Background: an optimization exercise with open tools, aiming at small area. Do not read the settings as production practice.
Function was checked by simulation only, so behaviour that the tests miss may differ from the original.
Power is estimated from default activity; no workload was simulated.

the previous run:
==> flow/design.v <==
package cpu_pkg;
    typedef logic signed [16-1:0] word_t;
    typedef logic [12-1:0] pc_t;
    typedef logic [16-1:0] instr_t;
    typedef logic [4-1:0] reg_addr_t;
    typedef logic [12-1:0] data_addr_t;
    typedef enum logic [2:0] {
        st_fetch,
        st_fetch_wait,
        st_execute,
        st_mem,
        st_mem_wait,
        st_halt
    } ctrl_state_t;
endpackage
`timescale 1ns/10ps
module cpu_top (
    input  logic                clk,
    input  logic                rst_n,
    output logic                fetch_req,
    output cpu_pkg::pc_t        fetch_addr,
    input  logic                fetch_valid,
    input  cpu_pkg::instr_t     fetch_instr,
    output logic                mem_rd_req,
    output logic                mem_wr_req,
    output cpu_pkg::data_addr_t mem_addr,
    output cpu_pkg::word_t      mem_wdata,
    input  logic                mem_rvalid,
    input  cpu_pkg::word_t      mem_rdata,
    input  logic                mem_wack,
    output logic                retire,
    output logic                halted
);
    localparam logic [2:0] S_CLR  = 3'd0;    
    localparam logic [2:0] S_F    = 3'd1;    
    localparam logic [2:0] S_FW   = 3'd2;    
    localparam logic [2:0] S_E1   = 3'd3;    
    localparam logic [2:0] S_E2   = 3'd4;    
    localparam logic [2:0] S_W    = 3'd5;    
    localparam logic [2:0] S_LW   = 3'd6;    
    localparam logic [2:0] S_HALT = 3'd7;
    logic [3:0] ph;
    logic [2:0] state;
    logic [2:0] state_next;
    logic       dpend;        
    logic       ir_ok;        
    logic       ir_rdy;       
    logic [15:0] ir;
    logic ph0, ph15;
    assign ph0  = (ph == 4'd0);
    assign ph15 = (ph == 4'd15);
    always_ff @(posedge clk or negedge rst_n) begin
        if (!rst_n) ph <= 4'd0;
        else        ph <= ph + 4'd1;
    end
    logic is_jmp, is_beq, is_mem, is_load, is_store, is_alu, is_sub, is_mul, is_slt;
    assign is_jmp   = ir[15] && !ir[13];
    assign is_beq   = ir[15] && ir[13];
    assign is_mem   = !ir[15] && ir[14];
    assign is_load  = is_mem && ir[13];
    assign is_store = is_mem && !ir[13];
    assign is_alu   = !ir[15] && !ir[14];
    assign is_sub   = (ir[13] == ir[0]);
    assign is_mul   = ir[13] && !ir[0];
    assign is_slt   = ir[13] && ir[0];
    logic in_clr, in_f, in_fw, in_e1, in_e2, in_w, in_lw, in_halt;
    assign in_clr  = (state == S_CLR);
    assign in_f    = (state == S_F);
    assign in_fw   = (state == S_FW);
    assign in_e1   = (state == S_E1);
    assign in_e2   = (state == S_E2);
    assign in_w    = (state == S_W);
    assign in_lw   = (state == S_LW);
    assign in_halt = (state == S_HALT);
    logic [15:0] rb0;         
    logic        rs_bit, rt_bit;
    logic        we_any;
    logic        wbit;
    logic [3:0]  wsel;
    assign rs_bit = rb0[ir[12:9]];
    assign rt_bit = rb0[ir[8:5]];
    assign wsel   = ir[14] ? ir[8:5] : ir[4:1];
    for (genvar r = 0; r < 16; r++) begin : g_ring
        logic        we_r;
        logic [15:0] q;
        assign we_r   = in_clr || (we_any && (wsel == 4'(r)));
        assign rb0[r] = q[0];
        always_ff @(posedge clk) begin
            q <= {(we_r ? wbit : q[0]), q[15:1]};
        end
    end
    logic [15:0] pcq;
    logic        pc_we;
    logic        pc_wbit;
    logic        pc_bit;
    assign pc_bit     = pcq[0];
    assign fetch_addr = pcq[11:0];
    always_ff @(posedge clk) begin
        pcq <= {(pc_we ? pc_wbit : pcq[0]), pcq[15:1]};
    end
    logic imm_bit;
    logic jt_bit;
    logic [15:0] jvec;
    assign imm_bit = ph[3] || ph[2] ? ir[4] : ir[ph[1:0]];
    assign jvec    = {ir[12:9], ir[12:1]};
    assign jt_bit  = jvec[ph];
    logic c;
    logic add_a, add_b, cin0, cin, sum, cout;
    assign add_a = (in_f || in_e2) ? pc_bit : rs_bit;
    assign add_b = in_f ? 1'b0 : ((in_e2 || is_mem) ? imm_bit : (rt_bit ^ is_sub));
    assign cin0  = in_f || (is_alu && is_sub && !in_e2);
    assign cin   = ph0 ? cin0 : c;
    assign sum   = add_a ^ add_b ^ cin;
    assign cout  = (add_a & add_b) | (add_a & cin) | (add_b & cin);
    always_ff @(posedge clk) begin
        c <= cout;
    end
    logic flag;
    logic eqbit;
    logic lt;
    assign eqbit = (rs_bit == rt_bit);
    assign lt    = (rs_bit != rt_bit) ? rs_bit : sum;
    always_ff @(posedge clk) begin
        if (in_e1) flag <= is_beq ? ((ph0 || flag) && eqbit) : lt;
    end
    logic [15:0] tq;
    logic        tshift;
    logic        tin;
    assign tshift = !(in_e2 || in_lw || (in_e1 && is_load && ph[3] && ph[2]));
    assign tin    = rt_bit && !is_load;
    always_ff @(posedge clk) begin
        if (mem_rvalid || tshift)
            tq <= {tin, tq[15:1]} | ({16{mem_rvalid}} & mem_rdata);
    end
    assign mem_wdata = {tq[4:0], tq[15:5]};
    logic [14:0] acc;
    logic [14:0] mp;
    logic        mb;
    assign mb = rs_bit && in_e2;
    logic [15:0] mc;
    assign mc[0] = 1'b0;
    for (genvar i = 0; i < 15; i++) begin : g_madd
        logic pp;
        assign pp      = mb && tq[i];
        assign mp[i]   = acc[i] ^ pp ^ mc[i];
        assign mc[i+1] = (acc[i] && pp) || (mc[i] && (acc[i] ^ pp));
    end
    always_ff @(posedge clk) begin
        acc <= {((in_e1 && is_mem) ? sum : (mb && tq[15])), mp[14:1]};
    end
    assign mem_addr = {sum, acc[14:4]};
    assign we_any = (in_e1 && is_alu && !ir[13])
                 || (in_e2 && is_alu)
                 || in_w;
    assign wbit   = in_clr ? 1'b0
                  : in_w   ? tq[0]
                  : in_e2  ? (ir[0] ? (ph0 && flag) : mp[0])
                  : sum;
    assign pc_we   = in_clr || in_f || (in_e1 && is_jmp) || (in_e2 && is_beq);
    assign pc_wbit = in_clr ? 1'b0 : (in_e1 ? jt_bit : sum);
    logic go;
    assign go = ir_rdy && !(is_mem && dpend);
    always_comb begin
        state_next = state;
        case (state)
            S_CLR:  if (ph15) state_next = S_F;
            S_F: begin
                if (ph0 && pcq[11]) state_next = S_HALT;
                else if (ph15)      state_next = go ? S_E1 : S_FW;
            end
            S_FW:   if (ph15 && go) state_next = S_E1;
            S_E1: begin
                if (ph15) begin
                    if (is_load)                              state_next = (dpend && !mem_rvalid) ? S_LW : S_W;
                    else if (is_alu && ir[13])                state_next = S_E2;
                    else if (is_beq && flag && eqbit)         state_next = S_E2;
                    else                                      state_next = S_F;
                end
            end
            S_E2:   if (ph15) state_next = S_F;
            S_W:    if (ph15) state_next = S_F;
            S_LW:   if (ph15 && (!dpend || mem_rvalid)) state_next = S_W;
            default: state_next = S_HALT;
        endcase
    end
    always_ff @(posedge clk or negedge rst_n) begin
        if (!rst_n) begin
            state   <= S_CLR;
            dpend   <= 1'b0;
        end else begin
            state <= state_next;
            if (mem_rd_req || mem_wr_req)       dpend <= 1'b1;
            else if (mem_rvalid || mem_wack)    dpend <= 1'b0;
        end
    end
    always_ff @(posedge clk) begin
        if (fetch_valid) ir <= fetch_instr;
        if (fetch_req)        ir_ok <= 1'b0;
        else if (fetch_valid) ir_ok <= 1'b1;
        if (ph == 4'd10)      ir_rdy <= ir_ok;
    end
    assign fetch_req  = in_f && ph0 && !pcq[11];
    assign mem_rd_req = in_e1 && is_load && (ph == 4'd11);
    assign mem_wr_req = in_e1 && is_store && (ph == 4'd11);
    assign retire     = ph15 && (in_e1 || in_e2 || in_w) && (state_next == S_F);
    assign halted     = in_halt && !dpend;
endmodule
export LEC_CHECK = 0
export CAP_MARGIN = 20
export CORE_MARGIN = 2
export CORE_UTILIZATION = 60
export PLACE_DENSITY = 0.8
export SLEW_MARGIN = 20
create_clock -name core_clock -period 10.0 [get_ports {clk}]
standard.sh (not shown) runs the stock make flow with config.mk's settings and CLKGATE_MAP_FILE= SYNTH_SCRIPT=/design/flow/synth_recipe.tcl, a recipe that flattens the netlist after the stock synthesis.
==> flow/flow/run.sh <==
#!/bin/bash
# Standard ORFS layout, with plain buf_1 port buffers and a lighter clock tree
# (small clock buffers, no CTS dummy loads).
set -euo pipefail
export BUFFER_PORTS_ARGS="-buffer_cell sky130_fd_sc_hd__buf_1"
export CTS_ARGS="-sink_clustering_enable -repair_clock_nets -dont_use_dummy_load -buf_list sky130_fd_sc_hd__clkbuf_4 -sink_clustering_size 10 -sink_clustering_max_diameter 40"
bash standard.sh > flow.log 2>&1
Modified inputs, the current run compared to the previous run
--- a/flow/design.v
+++ b/flow/design.v
@@ -125,26 +125,17 @@
     end
     logic [15:0] tq;
     logic        tshift;
-    logic        tin;
-    assign tshift = !(in_e2 || in_lw || (in_e1 && is_load && ph[3] && ph[2]));
-    assign tin    = rt_bit && !is_load;
+    assign tshift = !(in_e2 || in_lw || (in_e1 && is_load));
     always_ff @(posedge clk) begin
-        if (mem_rvalid || tshift)
-            tq <= {tin, tq[15:1]} | ({16{mem_rvalid}} & mem_rdata);
+        if (mem_rvalid)  tq <= mem_rdata;
+        else if (tshift) tq <= {rt_bit, tq[15:1]};
     end
     assign mem_wdata = {tq[4:0], tq[15:5]};
     logic [14:0] acc;
     logic [14:0] mp;
     logic        mb;
     assign mb = rs_bit && in_e2;
-    logic [15:0] mc;
-    assign mc[0] = 1'b0;
-    for (genvar i = 0; i < 15; i++) begin : g_madd
-        logic pp;
-        assign pp      = mb && tq[i];
-        assign mp[i]   = acc[i] ^ pp ^ mc[i];
-        assign mc[i+1] = (acc[i] && pp) || (mc[i] && (acc[i] ^ pp));
-    end
+    assign mp = acc + (mb ? tq[14:0] : 15'd0);
     always_ff @(posedge clk) begin
         acc <= {((in_e1 && is_mem) ? sum : (mb && tq[15])), mp[14:1]};
     end
==> run notes <==
- Number of antenna violations at the first check in global routing for the current run is lower than for the previous run.
- In the metrics for the current run and the previous run, the one carrying the higher proportion of cell area occupied by registers is the previous run.
- Switching power share of the total: the previous run vs the current run — no meaningful difference
- On horizontal extent of the die, the higher figure sits with the current run, not the previous run.
- The run showing the greater combinational group share of total power is the current run.

== run a ==
RTL: the design.v shown in full above, as it stands there.
==> flow/config.mk <==
export PLATFORM = sky130hd
export DESIGN_NAME = cpu_top
export DESIGN_NICKNAME = cpu_top
export VERILOG_FILES = /design/flow/design.v
export SDC_FILE = /design/flow/constraint.sdc
export NUM_CORES = 4
export LEC_CHECK = 0
export CAP_MARGIN = 20
export CORE_MARGIN = 2
export CORE_UTILIZATION = 70
export PLACE_DENSITY = 0.9
export SLEW_MARGIN = 20
==> flow/constraint.sdc <==
create_clock -name core_clock -period 10.0 [get_ports {clk}]
set_input_delay 2.0000 -clock core_clock [delete_from_list [all_inputs] [get_ports {clk}]]
set_output_delay 2.0000 -clock core_clock [all_outputs]
set_load 0.01 [all_outputs]
==> flow/flow/run.sh <==
#!/bin/bash
# Standard ORFS layout, with plain buf_1 port buffers and a lighter clock tree
# (small clock buffers, no CTS dummy loads).
set -euo pipefail
export BUFFER_PORTS_ARGS="-buffer_cell sky130_fd_sc_hd__buf_1"
export CTS_ARGS="-sink_clustering_enable -repair_clock_nets -dont_use_dummy_load -buf_list sky130_fd_sc_hd__clkbuf_4 -sink_clustering_size 12 -sink_clustering_max_diameter 35"
bash standard.sh > flow.log 2>&1
### run a -> run b
diff --git a/flow/design.v b/flow/design.v
--- a/flow/design.v
+++ b/flow/design.v
@@ -125,26 +125,17 @@
     end
     logic [15:0] tq;
     logic        tshift;
-    logic        tin;
-    assign tshift = !(in_e2 || in_lw || (in_e1 && is_load && ph[3] && ph[2]));
-    assign tin    = rt_bit && !is_load;
+    assign tshift = !(in_e2 || in_lw || (in_e1 && is_load));
     always_ff @(posedge clk) begin
-        if (mem_rvalid || tshift)
-            tq <= {tin, tq[15:1]} | ({16{mem_rvalid}} & mem_rdata);
+        if (mem_rvalid)  tq <= mem_rdata;
+        else if (tshift) tq <= {rt_bit, tq[15:1]};
     end
     assign mem_wdata = {tq[4:0], tq[15:5]};
     logic [14:0] acc;
     logic [14:0] mp;
     logic        mb;
     assign mb = rs_bit && in_e2;
-    logic [15:0] mc;
-    assign mc[0] = 1'b0;
-    for (genvar i = 0; i < 15; i++) begin : g_madd
-        logic pp;
-        assign pp      = mb && tq[i];
-        assign mp[i]   = acc[i] ^ pp ^ mc[i];
-        assign mc[i+1] = (acc[i] && pp) || (mc[i] && (acc[i] ^ pp));
-    end
+    assign mp = acc + (mb ? tq[14:0] : 15'd0);
     always_ff @(posedge clk) begin
         acc <= {((in_e1 && is_mem) ? sum : (mb && tq[15])), mp[14:1]};
     end
Notes after the runs:
In run b the share of the clock period used by the worst path turned out 22 points lower than in run a.
Run a → run b: total wirelength of the detailed-routed design shrank by 1.1%, clock network power held steady, routed length on met3 shrank by about 23%, count of clock-buffer cells in the layout held steady, total chip power grew by 8.3%.
Run b: number of buffer and inverter instances along the worst setup path is 2 lower than what run a reported.
Tightest slew margin relative to the limit, run b and run a, higher one = run b.
Run b ended up with mem_addr[11] as its endpoint of the worst setup timing path; run a ended up with acc[13].
Run b reports a lower clock power share than run a does.

==> afterwards: timing with drivers on the ports <==
The flow's constraints put no driver on any port. The routed layouts listed below were extracted and timed again, unchanged, in two steps.
Step 1 sets driving cells, clkbuf_16 on the clock port and buf_2 on the other inputs (assumed; they add their load-dependent delay and slew).
Step 2 also shifts input and output timing later by t, the mid clock arrival at the registers, as if the neighbouring blocks saw the same clock.
Slacks: no drivers / after step 1 / after step 2; pairs: no drivers / after step 1.
run | shift t [ns] | slack for setup (ns) | worst hold slack (ns) | clock arrival spread, ns | worst register clock-pin slew, ns
the previous run | 0.621 | 2.352 / 2.352 / 2.352 | 0.304 / 0.304 / 0.304 | 0.089 / 0.089 | 0.10 / 0.10
the current run | 0.629 | 4.431 / 4.393 / 4.450 | 0.293 / 0.293 / 0.293 | 0.068 / 0.068 | 0.10 / 0.10
run a | 0.627 | 2.300 / 2.300 / 2.300 | 0.309 / 0.309 / 0.309 | 0.116 / 0.116 | 0.11 / 0.11
run b | 0.627 | 4.450 / 4.409 / 4.481 | 0.304 / 0.304 / 0.304 | 0.081 / 0.081 | 0.11 / 0.11
After both steps every run listed still meets setup and hold.
